Background: an optimization exercise with open tools, aiming at small area and a short achievable clock period. Do not read the settings as production practice.
Only simulation tests tie the RTL to the original design; equivalence was not proved.

Setup of green:
## sidAudioPath
module sidAudioPath (
  input  logic               clk,
  input  logic               rst,
  input  logic               sampleValid,
  input  logic signed [11:0] voice0,
  input  logic signed [11:0] voice1,
  input  logic signed [11:0] voice2,
  input  logic [7:0]         env0,
  input  logic [7:0]         env1,
  input  logic [7:0]         env2,
  input  logic [2:0]         filterRoute,
  input  logic [1:0]         mode,
  input  logic [15:0]        coef,
  input  logic [3:0]         volume,
  output logic signed [15:0] audioOut,
  output logic               audioValid
);
  logic val1, val2, val3, val4, val5, val6;
  logic rst_r;   
  always_ff @(posedge clk) begin
    val1       <= sampleValid & ~rst;
    val2       <= val1 & ~rst;
    val3       <= val2 & ~rst;
    val4       <= val3 & ~rst;
    val5       <= val4 & ~rst;
    val6       <= val5 & ~rst;
    audioValid <= val6 & ~rst;
    rst_r      <= rst;
  end
  logic [11:0] nv0_1, nv1_1, nv2_1;   
  wire  [11:0] v0_1 = ~nv0_1, v1_1 = ~nv1_1, v2_1 = ~nv2_1;
  logic [7:0]  e0_1, e1_1, e2_1;
  logic [2:0]  rt_1;
  logic [15:0] coef_r;
  ...
Settings: LEC_CHECK=0, ABC_AREA=1, CAP_MARGIN=20, CORE_MARGIN=2, CORE_UTILIZATION=40, SLEW_MARGIN=20; clock period 20.0 ns.
standard.sh (not shown) runs the stock make flow with config.mk's settings and CLKGATE_MAP_FILE= SYNTH_SCRIPT=/design/flow/synth_recipe.tcl, a recipe that flattens the netlist after the stock synthesis.
==> flow/flow/run.sh <==
#!/bin/bash
# The standard layout with two changes in how it is made (the SDC is unchanged):
#  - after the standard synthesis, flow/invopt.py re-places the netlist's inverters around
#    its full adders and XOR gates (a full adder is self-dual, so each may compute the
#    complements of its outputs from complemented inputs; an XOR gate absorbs an inverted
#    input by becoming an XNOR); registers and all other cells are left as they are;
#  - the resizer's setup repair aims at a shorter period than the 20 ns constraint: paths
#    with less than MARGIN ns of slack are sized up and buffered.
set -euo pipefail
MARGIN=$(cat flow/margin.txt)
R=orfs/results/sky130hd/sidAudioPath/base
bash standard.sh synth > synth.log 2>&1
cp $R/1_2_yosys.v $R/1_2_yosys_std.v
python3 flow/invopt.py $R/1_2_yosys_std.v $R/1_2_yosys.v > invopt.log 2>&1
touch $R/1_2_yosys.v
bash standard.sh SETUP_SLACK_MARGIN=$MARGIN finish > standard.log 2>&1
Other scripts of this flow, unchanged in this note and not shown: flow/flow/invopt.py, flow/flow/margin.txt
Relative to green, the following input files were edited for purple:
--- a/flow/design.v
+++ b/flow/design.v
@@ -53,28 +53,28 @@
   logic [1:0]  mode_r;
   logic [3:0]  vol_r;
   always_ff @(posedge clk) begin
     nv0_1 <= ~voice0; nv1_1 <= ~voice1; nv2_1 <= ~voice2;
     e0_1 <= env0;   e1_1 <= env1;   e2_1 <= env2;
     rt_1   <= filterRoute;
     coef_r <= coef;
     mode_r <= mode;
     vol_r  <= volume;
   end
   logic [8:0] kb_none, kb_ntwo, kb_nneg;   
   wire [8:0] kb_one = ~kb_none, kb_two = ~kb_ntwo, kb_neg = ~kb_nneg;
-  logic [14:0] Cp_r;   
+  wire [14:0] Cp_r;   
   wire cpCorr = (~coef_r[0] & (|coef_r)) | (coef_r[0] & coef_r[15]);
+  assign Cp_r = coef_r[15:1] - {14'd0, cpCorr};
   always_ff @(posedge clk) begin
-    Cp_r <= coef_r[15:1] - {14'd0, cpCorr};
     kb_none[0] <= ~(coef_r[0] ^ 1'b0); kb_ntwo[0] <= ~((coef_r[1] & ~coef_r[0] & ~1'b0) | (~coef_r[1] & coef_r[0] & 1'b0)); kb_nneg[0] <= ~(~coef_r[1] & (coef_r[0] | 1'b0));
     kb_none[1] <= ~(coef_r[2] ^ coef_r[1]); kb_ntwo[1] <= ~((coef_r[3] & ~coef_r[2] & ~coef_r[1]) | (~coef_r[3] & coef_r[2] & coef_r[1])); kb_nneg[1] <= ~(~coef_r[3] & (coef_r[2] | coef_r[1]));
     kb_none[2] <= ~(coef_r[4] ^ coef_r[3]); kb_ntwo[2] <= ~((coef_r[5] & ~coef_r[4] & ~coef_r[3]) | (~coef_r[5] & coef_r[4] & coef_r[3])); kb_nneg[2] <= ~(~coef_r[5] & (coef_r[4] | coef_r[3]));
     kb_none[3] <= ~(coef_r[6] ^ coef_r[5]); kb_ntwo[3] <= ~((coef_r[7] & ~coef_r[6] & ~coef_r[5]) | (~coef_r[7] & coef_r[6] & coef_r[5])); kb_nneg[3] <= ~(~coef_r[7] & (coef_r[6] | coef_r[5]));
     kb_none[4] <= ~(coef_r[8] ^ coef_r[7]); kb_ntwo[4] <= ~((coef_r[9] & ~coef_r[8] & ~coef_r[7]) | (~coef_r[9] & coef_r[8] & coef_r[7])); kb_nneg[4] <= ~(~coef_r[9] & (coef_r[8] | coef_r[7]));
     kb_none[5] <= ~(coef_r[10] ^ coef_r[9]); kb_ntwo[5] <= ~((coef_r[11] & ~coef_r[10] & ~coef_r[9]) | (~coef_r[11] & coef_r[10] & coef_r[9])); kb_nneg[5] <= ~(~coef_r[11] & (coef_r[10] | coef_r[9]));
     kb_none[6] <= ~(coef_r[12] ^ coef_r[11]); kb_ntwo[6] <= ~((coef_r[13] & ~coef_r[12] & ~coef_r[11]) | (~coef_r[13] & coef_r[12] & coef_r[11])); kb_nneg[6] <= ~(~coef_r[13] & (coef_r[12] | coef_r[11]));
     kb_none[7] <= ~(coef_r[14] ^ coef_r[13]); kb_ntwo[7] <= ~((coef_r[15] & ~coef_r[14] & ~coef_r[13]) | (~coef_r[15] & coef_r[14] & coef_r[13])); kb_nneg[7] <= ~(~coef_r[15] & (coef_r[14] | coef_r[13]));
     kb_none[8] <= ~(~coef_r[15]); kb_ntwo[8] <= ~(1'b0); kb_nneg[8] <= ~(1'b0);
   end
   wire m0one0_1 = e0_1[0] ^ 1'b0;
   wire m0two0_2 = (e0_1[1] & ~e0_1[0] & ~1'b0) | (~e0_1[1] & e0_1[0] & 1'b0);
## What came out
- green: no failed stages, no open violations at the end
- purple did not stop at any stage, and its layout met the timing, DRC and antenna checks.
- Global-route usage ended up 0.47 points lower on purple than on green.
- Compared with green, purple shows a higher time the worst path needs with I/O delays and setup.
- Per the comparison of purple with green, total of clock buffers placed in the layout climbed about 1.8%; post-synthesis instance area dropped about 1.3%; worst hold slack barely changed; final instance area dropped 1.5%.

==> separate check: timing with driven ports <==
The results above use ideal ports. As a check the final layouts listed here were re-extracted and re-timed, cells and wires unchanged. Step 1 (the two cells are an assumption about what drives the block):
set clk [get_ports {clk}]
set_driving_cell -lib_cell sky130_fd_sc_hd__clkbuf_16 $clk
set_driving_cell -lib_cell sky130_fd_sc_hd__buf_2 [delete_from_list [all_inputs] $clk]
Step 2 moves the port delays by t, midway between the first and last clock arrival at a register: inputs arrive t later, outputs are due t later. That takes back most of the time a late clock gives input paths. Three values: no drivers, after step 1, after step 2; two values: the first two.
run | shift t [ns] | slack for setup (ns) | hold WS [ns] | worst setup path at the end | pins driven straight from the clock port
green | 0.707 | 14.750 / 14.678 / 14.760 | 0.325 / 0.325 / 0.325 | register to register | 1
purple | 0.665 | 14.560 / 14.492 / 14.807 | 0.326 / 0.326 / 0.326 | register to register | 1
After both steps setup and hold are still met in every run listed.
